Background: an optimization exercise with open tools, aiming at small area. Do not read the settings as production practice.
Only the layout flow was run in this run; the RTL was not checked for function there.
No activity file was given, so power comes from the tool's default toggle rates.

[design/flow/run.sh]
#!/bin/bash
# synth_recipe.tcl (not shown) runs the flow's synth.tcl, then flattens the netlist and writes it again
# the make line also repeats each setting of config.mk as NAME=value (left out here)
make -C /OpenROAD-flow-scripts/flow DESIGN_CONFIG=/design/flow/config.mk WORK_HOME=/design/flow/orfs CLKGATE_MAP_FILE= SYNTH_SCRIPT=/design/flow/synth_recipe.tcl finish
[design/flow/config.mk]
export PLATFORM = sky130hd
export DESIGN_NAME = trig_seq_ctrl
export DESIGN_NICKNAME = trig_seq_ctrl
export VERILOG_FILES = /design/flow/design.v
export SDC_FILE = /design/flow/constraint.sdc
export NUM_CORES = 4
export LEC_CHECK = 0
export CAP_MARGIN = 20
export CORE_MARGIN = 2
export CORE_UTILIZATION = 40
export SLEW_MARGIN = 20
[design/flow/constraint.sdc]
create_clock -name core_clock -period 12.0 [get_ports {clk}]
set_input_delay 2.4000 -clock core_clock [delete_from_list [all_inputs] [get_ports {clk}]]
set_output_delay 2.4000 -clock core_clock [all_outputs]
set_load 0.01 [all_outputs]
[design/flow/design.v]
`timescale 1ns/1ps
module trig_seq_ctrl #(
    parameter int N_CH  = 4,
    parameter int CNT_W = 32,
    parameter int NUM_W = 16
) (
    input  logic                   clk,
    input  logic                   rst_n,
    input  logic                   trigger_in,
    input  logic                   sw_trig,
    input  logic [1:0]             cfg_edge_mode,
    input  logic [N_CH-1:0]        cfg_ch_en,
    input  logic [N_CH*CNT_W-1:0]  cfg_delay,
    input  logic [N_CH*CNT_W-1:0]  cfg_cycle,
    input  logic [N_CH*CNT_W-1:0]  cfg_width,
    input  logic [N_CH*NUM_W-1:0]  cfg_pic_num,
    input  logic                   ovr_clr,
    output logic [N_CH-1:0]        trig_to_camera,
    output logic [N_CH-1:0]        trig_to_core,
    output logic [N_CH-1:0]        busy,
    output logic [N_CH-1:0]        overrun
);
    typedef enum logic [1:0] {IDLE, DELAY, HIGH, LOW} state_t;
    localparam logic [CNT_W-1:0] CNT_ONE  = 1;
    localparam logic [CNT_W:0]   WIDE_ONE = 1;
    localparam logic [NUM_W-1:0] NUM_ONE  = 1;
    logic sync1, sync2, sync_prev, hw_evt, hw_edge, evt;
    always_ff @(posedge clk or negedge rst_n) begin
        if (!rst_n) begin
            sync1     <= 1'b0;
            sync2     <= 1'b0;
            sync_prev <= 1'b0;
            hw_evt    <= 1'b0;
        end else begin
            sync1     <= trigger_in;
            sync2     <= sync1;
            sync_prev <= sync2;
            hw_evt    <= hw_edge;
        end
    end
    always_comb begin
        hw_edge = 1'b0;
        case (cfg_edge_mode)
            2'b00:   hw_edge = sync2 & ~sync_prev;
            2'b01:   hw_edge = ~sync2 & sync_prev;
            2'b10:   hw_edge = sync2 ^ sync_prev;
            default: hw_edge = 1'b0;
        endcase
    end
    assign evt = hw_evt | sw_trig;
    for (genvar i = 0; i < N_CH; i++) begin : g_ch
        state_t           state, next_state;
        logic [CNT_W-1:0] cnt, cnt_next;
        logic [NUM_W-1:0] pulse, pulse_next;
        logic [CNT_W-1:0] d_last_sh, w_last_sh, l_last_sh;
        logic [NUM_W-1:0] p_last_sh;
        logic             cam_q, core_q, busy_q, ovr_q, load;
        logic [CNT_W-1:0] cfg_d, cfg_c, cfg_w, w_eff, c_eff, l_len;
        logic [CNT_W-1:0] d_last, w_last, l_last;
        logic [NUM_W-1:0] cfg_p, p_last;
        logic [CNT_W:0]   w_inc, c_wide;
        always_comb begin
            cfg_d  = cfg_delay[i*CNT_W +: CNT_W];
            cfg_c  = cfg_cycle[i*CNT_W +: CNT_W];
            cfg_w  = cfg_width[i*CNT_W +: CNT_W];
            cfg_p  = cfg_pic_num[i*NUM_W +: NUM_W];
            w_eff  = (cfg_w == '0) ? CNT_ONE : cfg_w;
            w_inc  = {1'b0, w_eff} + WIDE_ONE;
            c_wide = ({1'b0, cfg_c} > w_inc) ? {1'b0, cfg_c} : w_inc;
            c_eff  = c_wide[CNT_W] ? '1 : c_wide[CNT_W-1:0];
            l_len  = c_eff - w_eff;
            l_last = (l_len == '0) ? '0 : l_len - CNT_ONE;
            w_last = w_eff - CNT_ONE;
            d_last = cfg_d - CNT_ONE;
            p_last = cfg_p - NUM_ONE;
        end
        always_comb begin
            next_state = state;
            cnt_next   = cnt;
            pulse_next = pulse;
            load       = 1'b0;
            case (state)
                IDLE: begin
                    if (evt && cfg_ch_en[i] && cfg_p != '0) begin
                        load       = 1'b1;
                        cnt_next   = '0;
                        pulse_next = '0;
                        next_state = (cfg_d != '0) ? DELAY : HIGH;
                    end
                end
                DELAY: begin
                    if (cnt == d_last_sh) begin
                        cnt_next   = '0;
                        next_state = HIGH;
                    end else begin
                        cnt_next = cnt + CNT_ONE;
                    end
                end
                HIGH: begin
                    if (cnt == w_last_sh) begin
                        cnt_next = '0;
                        if (pulse == p_last_sh) begin
                            next_state = IDLE;
                        end else begin
                            pulse_next = pulse + NUM_ONE;
                            next_state = LOW;
                        end
                    end else begin
                        cnt_next = cnt + CNT_ONE;
                    end
                end
                LOW: begin
                    if (cnt == l_last_sh) begin
                        cnt_next   = '0;
                        next_state = HIGH;
                    end else begin
                        cnt_next = cnt + CNT_ONE;
                    end
                end
                default: next_state = IDLE;
            endcase
            if (state != IDLE && !cfg_ch_en[i]) begin
                next_state = IDLE;
                cnt_next   = '0;
            end
        end
        always_ff @(posedge clk or negedge rst_n) begin
            if (!rst_n) begin
                state     <= IDLE;
                cnt       <= '0;
                pulse     <= '0;
                d_last_sh <= '0;
                w_last_sh <= '0;
                l_last_sh <= '0;
                p_last_sh <= '0;
                cam_q     <= 1'b0;
                core_q    <= 1'b0;
                busy_q    <= 1'b0;
                ovr_q     <= 1'b0;
            end else begin
                state  <= next_state;
                cnt    <= cnt_next;
                pulse  <= pulse_next;
                cam_q  <= (next_state == HIGH);
                core_q <= (next_state == HIGH) && (state != HIGH);
                busy_q <= (next_state != IDLE);
                ovr_q  <= (evt && state != IDLE) | (ovr_q & ~ovr_clr);
                if (load) begin
                    d_last_sh <= d_last;
                    w_last_sh <= w_last;
                    l_last_sh <= l_last;
                    p_last_sh <= p_last;
                end
            end
        end
        assign trig_to_camera[i] = cam_q;
        assign trig_to_core[i]   = core_q;
        assign busy[i]           = busy_q;
        assign overrun[i]        = ovr_q;
    end
endmodule
==> metrics.yaml <==
run_status: "no timing/DRC/antenna violations"
grt.total_usage_pct: 26.3
tns_ns: 0
cts-root-buf: "clkbuf_16"
wl_um: 192000
portBuffers: 474
fillers: 13500
drv_cap: 0
hpwl_um: 152000
initial_core_util_pct: 40.4
netlist_top_cells_area: "dfrtp_1 30%, xnor2_1 13%, ha_1 6.4%"
die_x_um: 377
synth_nets: 7681
cp-end-kind: "register"
grtUsageMet1_pct: 37.3
vias: 51400
synthFlopType: "dfrtp_1"
dieArea_um2: 142000
worst_setup_path_start_kind: "input pin"
r2r-end: "g_ch[2].cnt[12]"
fin_crit_sh_pct: 94.5
post_cts_buffers: 0
grt_pass1_vias: 49200
path_clk_slew_ns: 0.06
crit_type: "input pin to register"
final_cell_mix: "877 x nand2_1, 805 x xnor2_1, 668 x dfrtp_1"
coreArea_um2: 138000
layout-drive-gt1-share_pct: 5.43
synthCells: 6932
fmax_ghz: 0.0882
path_max_fanout: 32
drtAntennaViolNets: 0
h-tree-depth: 3
synth_top_area_cell: "dfrtp_1"
drv_slew: 0
synth_edf_count: 0
ctsHoldBuffers: 0
ys.warnings.count: 1
internal_power_mw: 6.52
cts.repair.resized: 0
antenna_found_initial: 20
rsz0062_at_grt: "no"
pwr-share-clk_pct: 25.2
routedWlPerCell_um: 21.1
final_nets: 7968
fin_skew_ns: 0.0353
max_stage_delay_ns: 0.64
drc: 0
pwr-share-comb_pct: 40.3
area_delta_synth_final_pct: 16.8
grt_max_degree: 180
drt_iter0_drc: 4714
cts_tree: "built"
arrival_ns: 11.86
hp-class: "register to register"
syn_area_um2: 55700
hold_viol: 0
via_per_inst: 5.66
cts_sinks: 668
async_flop_share_pct: 100
crit-reg2reg-launch: "g_ch[2].cnt[13]"
r2r_slack_ns: 7.52
firstDrtPassIters: 6
fin_area_um2: 65100
leakage_nw: 26.4
synth_top_area_share_pct: 30.0
ir_drop_uv: 115
hold_end: "sync2"
met2_usage_pct: 41.7
holdPathStages: 0
power.share.switching_pct: 39.5
yosysSeqAreaShare_pct: 30.0
final_common_cell: "nand2_1"
grt-busiest-layer: "met2"
worstMarginPinSlew_ns: 1.10
reg2reg_depth: 10
pwr-share-seq_pct: 34.5
min-delay-start: "sync1"
setup_viol: 0
synth_seq_cells: 668
numCtsBuffers: 81
die_y_um: 377
io_pins: 475
use_met3_pct: 3.96
place_congestion: 0.994
hold_slack_ns: 0.360
gr-total-overflow: 0
ys_types: 105
slowest_stage: "or4_1"
grt_pass1_wl_um: 293000
relSlewSlack_pct: 26.9
num_rows: 136
worstPathRequired_ns: 12.52
utilization_pct: 47.2
final.min_clock_period_ns: 11.34
p_per_area_nw_per_um2: 165
p_sw_mw: 4.25
clock_latency_ns: 0.71
clockBufferDepth: 3
dpl_cell_area_um2: 62200
syn_area_per_cell_um2: 8.04
==> cell families after synthesis <==
logic type | share of synthesized area [%]
AO/OA/AOI/OAI | 16.5
XOR/XNOR | 17.8
adder cells (fa/ha/maj) | 6.57
buffers and inverters | 4.83
flip-flops | 30.0
multiplexers | 0.840
AND/OR/NAND/NOR | 23.5
==> sequential cells by signal (all words and copies together) (netlist names), 4 cells and up <==
name,cells
g_ch.state,8
g_ch.pulse,64
g_ch.d_last_sh,128
g_ch.cnt,128
g_ch.p_last_sh,64
g_ch.core_q,4
g_ch.ovr_q,4
g_ch.busy_q,4
g_ch.w_last_sh,128
g_ch.cam_q,4
g_ch.l_last_sh,128
==> power by group through the flow <==
stage | logic, mW | registers (mW) | clock network, mW
after global placement | 4.23 | 3.74 | 0
after floorplan | 3.13 | 3.47 | 0
after CTS | 4.33 | 3.71 | 2.78
after detailed placement | 4.30 | 3.75 | 0
after global routing | 4.84 | 3.80 | 2.86
final | 4.34 | 3.71 | 2.72
==> layer usage <==
| metal | vias up | routed length [um] |
|---|---|---|
| li1 | 24900 | - |
| met2 | 1620 | 85600 |
| met1 | 24600 | 89000 |
| met3 | 265 | 12300 |
| met5 | - | 140 |
| met4 | 20 | 4710 |
==> area by class of cell <==
class                      count  area (um^2)  area share [%]
multi-input combinational   5599        36400            55.9
clock inverter                38          633           0.972
antenna                        4         10.0          0.0154
tap                         1794         2240            3.45
timing repair buffer         612         5860            9.00
sequential                   668        16700            25.7
inverter                     257          965            1.48
clock buffer                 105         2270            3.49
==> critical path: cells and delay by family <==
| family | cells | cell delay [ns] |
|---|---|---|
| and+or+nand+nor | 20 | 5.76 |
| buffers and inverters | 4 | 1.26 |
| AOI/OAI and AO/OA | 6 | 1.11 |
| adders and majority gates | 3 | 0.84 |
| muxes | 1 | 0.32 |
| xor gates and xnor gates | 1 | 0.12 |
==> how the worst max path moves through the flow <==
stage                            endpoint  depth (start not counted)     startpoint  slack (ns)
CTS                  g_ch[2].l_last_sh[7]                         35  cfg_width[83]        0.85
global route        g_ch[2].l_last_sh[30]                         34  cfg_width[83]        0.05
finish               g_ch[2].l_last_sh[7]                         35  cfg_width[83]        0.66
floorplan           g_ch[2].l_last_sh[10]                         34  cfg_width[84]        1.24
global placement    g_ch[2].l_last_sh[30]                         33  cfg_width[83]        0.13
detailed placement   g_ch[2].l_last_sh[2]                         35  cfg_width[83]        0.12
==> synth_stat cells (65+ instances only) <==
| cell | number |
|---|---|
| ha_1 | 286 |
| nand4_1 | 201 |
| or3_1 | 77 |
| and3_1 | 89 |
| xor2_1 | 329 |
| clkbuf_1 | 354 |
| a31oi_1 | 77 |
| nor3_1 | 176 |
| dfrtp_1 | 668 |
| nor2_1 | 544 |
| nand3_1 | 176 |
| o21ai_0 | 595 |
| o31ai_1 | 95 |
| xnor2_1 | 805 |
| nor4_1 | 164 |
| a21oi_1 | 227 |
| and2_1 | 65 |
| inv_1 | 255 |
| nand2_1 | 881 |
==> metrics by stage <==
step	worst slack [ns]	cells	power [mW]
final	0.660	9077	10.8
after global routing	0.0453	9076	11.5
after CTS	0.849	9073	10.8
after detailed placement	0.119	8930	8.05
after global placement	0.131	8930	7.97
after floorplan	1.24	6932	6.60

-- re-timing with driven ports --
The flow's constraints put no driver on any port. The routed layout listed below was extracted and timed again, unchanged, in two steps. Step 1: set_driving_cell puts a clkbuf_16 on clk and a buf_2 on each other input, an assumption about the parent block. Step 2 times the ports against the registers' clock, not the clock port: input delays grow and output delays shrink by t, the midpoint of the rising clock arrivals with the driver on. Three values: no drivers, after step 1, after step 2; two values: the first two.
shift t [ns]: 0.769
slack for setup (ns): 0.660 / 0.699 / -0.070
hold WS [ns]: 0.360 / 0.360 / 0.360
With both steps, setup timing fails in this run, where it was met with ideal ports. For this run, drivers alone change the setup slack by +0.039 ns; drivers and shift together by -0.730 ns.
